What follows belongs to an exercise in optimizing a design on an open flow for small area, a short achievable clock period and few clock cycles per item; a production flow would make more cautious choices.
RTL that was checked went through simulation tests only; none was proved equivalent to the original.

==> v37: inputs <==
// set_membership_table_top
module set_membership_table_top (
  input  logic                           clk,
  input  logic                           rst_n,
  input  logic                           in_tvalid,
  output logic                           in_tready,
  input  logic [smt_pkg::IN_DATA_W-1:0]  in_tdata,   
  input  logic [smt_pkg::REQ_W-1:0]      in_tuser,   
  output logic                           out_tvalid,
  input  logic                           out_tready,
  output logic [smt_pkg::OUT_DATA_W-1:0] out_tdata   
);
==> module smt_ctrl, before the edit <==
module smt_ctrl (
  input  logic          clk,
  input  logic          rst_n,
  input  logic          in_tvalid,
  output logic          in_tready,
  output logic          out_tvalid,
  input  logic          out_tready,
  output smt_pkg::cmd_t cmd
);
  logic req_valid_r, req_valid_nxt;    
  logic out_valid_r, out_valid_nxt;
  logic idle_r;                        
  logic out_free;
  assign req_valid_nxt = cmd.load || (req_valid_r && !cmd.commit);
  assign out_valid_nxt = cmd.commit || (out_valid_r && !out_tready);
  always_ff @(posedge clk) begin
    if (!rst_n) begin
      req_valid_r <= 1'b0;
      out_valid_r <= 1'b0;
      idle_r      <= 1'b1;
    end else begin
      req_valid_r <= req_valid_nxt;
      out_valid_r <= out_valid_nxt;
      idle_r      <= !req_valid_nxt || !out_valid_nxt;
    end
  end
  assign out_free   = !out_valid_r || out_tready;
  assign out_tvalid = out_valid_r;
  assign cmd.commit = req_valid_r && out_free;
  assign in_tready  = idle_r || out_tready;
  assign cmd.load   = in_tvalid && in_tready;
  assign cmd.match  = in_tready;
endmodule
==> flow/config.mk <==
export PLATFORM = sky130hd
export DESIGN_NAME = set_membership_table_top
export DESIGN_NICKNAME = set_membership_table_top
export VERILOG_FILES = /design/flow/design.v
export SDC_FILE = /design/flow/constraint.sdc
export NUM_CORES = 4
export LEC_CHECK = 0
export ABC_CLOCK_PERIOD_IN_PS = 1400
export CAP_MARGIN = 20
export CORE_MARGIN = 2
export CORE_UTILIZATION = 40
export PLACE_DENSITY = 0.6
export SETUP_SLACK_MARGIN = 1.4
export SLEW_MARGIN = 20
==> flow/constraint.sdc <==
create_clock -name core_clock -period 3.4 [get_ports {clk}]
set_input_delay 0.6800 -clock core_clock [delete_from_list [all_inputs] [get_ports {clk}]]
set_output_delay 0.6800 -clock core_clock [all_outputs]
set_load 0.01 [all_outputs]
standard.sh (not shown) runs the stock make flow with config.mk's settings and CLKGATE_MAP_FILE= SYNTH_SCRIPT=/design/flow/synth_recipe.tcl, a recipe that flattens the netlist after the stock synthesis.
==> flow/flow/run.sh <==
#!/bin/bash
# The standard ORFS flow, run in two parts:
#  1. synthesis exactly as standard.sh makes it;
#  2. floorplan to final layout with two changes:
#     - the clock tree is built with larger sink clusters and without the
#       dummy loads CTS adds to balance it;
#     - delay cells are kept out of port buffering and timing repair, so the
#       port buffers are plain buffers (flow/dont_use.tcl, run before each
#       OpenROAD step).
# Each part's full output goes to its own log file in this folder; ORFS's
# per-step logs stay under orfs/logs/.
set -euo pipefail
W=$(pwd)

bash standard.sh synth > "$W/flow_synth.log" 2>&1

export CTS_ARGS="-sink_clustering_enable -repair_clock_nets -dont_use_dummy_load -sink_clustering_size 30 -sink_clustering_max_diameter 60"
for step in FLOORPLAN GLOBAL_PLACE_SKIP_IO IO_PLACEMENT GLOBAL_PLACE RESIZE DETAIL_PLACE REPAIR_TIMING_POST_PLACE CTS GLOBAL_ROUTE DETAIL_ROUTE FILLCELL; do
  export PRE_${step}_TCL="$W/flow/dont_use.tcl"
done

bash standard.sh > "$W/flow_layout.log" 2>&1
==> flow/flow/dont_use.tcl <==
# Keep delay cells out of port buffering and timing repair.
set_dont_use [get_lib_cells {sky130_fd_sc_hd__dlygate* sky130_fd_sc_hd__clkdlybuf*}]
==> v23 (differences from v37) <==
--- a/flow/design.v
+++ b/flow/design.v
@@ -32,8 +32,5 @@
 );
-  logic req_valid_r, req_valid_nxt;    
-  logic out_valid_r, out_valid_nxt;
-  logic idle_r;                        
+  logic req_valid_r;    
+  logic out_valid_r;
   logic out_free;
-  assign req_valid_nxt = cmd.load || (req_valid_r && !cmd.commit);
-  assign out_valid_nxt = cmd.commit || (out_valid_r && !out_tready);
   always_ff @(posedge clk) begin
@@ -42,7 +39,5 @@
       out_valid_r <= 1'b0;
-      idle_r      <= 1'b1;
     end else begin
-      req_valid_r <= req_valid_nxt;
-      out_valid_r <= out_valid_nxt;
-      idle_r      <= !req_valid_nxt || !out_valid_nxt;
+      req_valid_r <= cmd.load || (req_valid_r && !cmd.commit);
+      out_valid_r <= cmd.commit || (out_valid_r && !out_tready);
     end
@@ -52,3 +47,3 @@
   assign cmd.commit = req_valid_r && out_free;
-  assign in_tready  = idle_r || out_tready;
+  assign in_tready  = !req_valid_r || out_free;
   assign cmd.load   = in_tvalid && in_tready;
Settings changed: ABC_CLOCK_PERIOD_IN_PS 1400 to 1800, CORE_UTILIZATION 40 to 50, PLACE_DENSITY 0.6 to 0.7.
==> summary of the runs <==
- Against v23, the cell count of v37 is higher by 7.3%.
- Between v37 and v23, the lower non-clock buffer count is in v23 (gap 13).
- v37 produced a clean layout. v23 completed without violations.
- Of v23 and v37, v37 has the higher hold slack (gap 21 ps).
- Design area: v37 is higher than v23 (1.3%).
- Of v23 and v37, v23 has the higher sequential share of layout area (gap 0.52 points).
- Via count is about the same in v23 and v37.
- Core utilization: v37 is lower than v23 (11 points).
- In v37 the die area is higher than in v23, by about 25%.
- Between v23 and v37, the lower global-route usage is in v37 (gap 3.8 points).
- In v37 the critical path depth is lower than in v23, by 7.
Testbench counts of v23, summed over its fixed seeds: cycles 12,016, items 12,000.
No functional check of the RTL was part of v37.

afterwards: timing with drivers on the ports:
In the flow no input, the clock included, has a driving cell. The finished layouts below were timed again as built, in two steps. Step 1 sets driving cells, clkbuf_16 on the clock port and buf_2 on the other inputs (assumed; they add their load-dependent delay and slew). Step 2 also shifts input and output timing later by t, the mid clock arrival at the registers, as if the neighbouring blocks saw the same clock. a / b / c = ideal / step 1 / step 2; a / b = the first two.
run	shift t [ns]	setup WS [ns]	hold WS [ns]	clock arrival spread, ns
v37	0.639	1.101 / 1.101 / 0.624	0.322 / 0.288 / 0.552	0.119 / 0.120
v23	0.623	1.109 / 1.109 / 0.603	0.300 / 0.265 / 0.523	0.064 / 0.065
After both steps every run listed still meets setup and hold. The setup slack of v23, which loses most, moves by 0.000 ns with the drivers and by -0.506 ns with both steps.
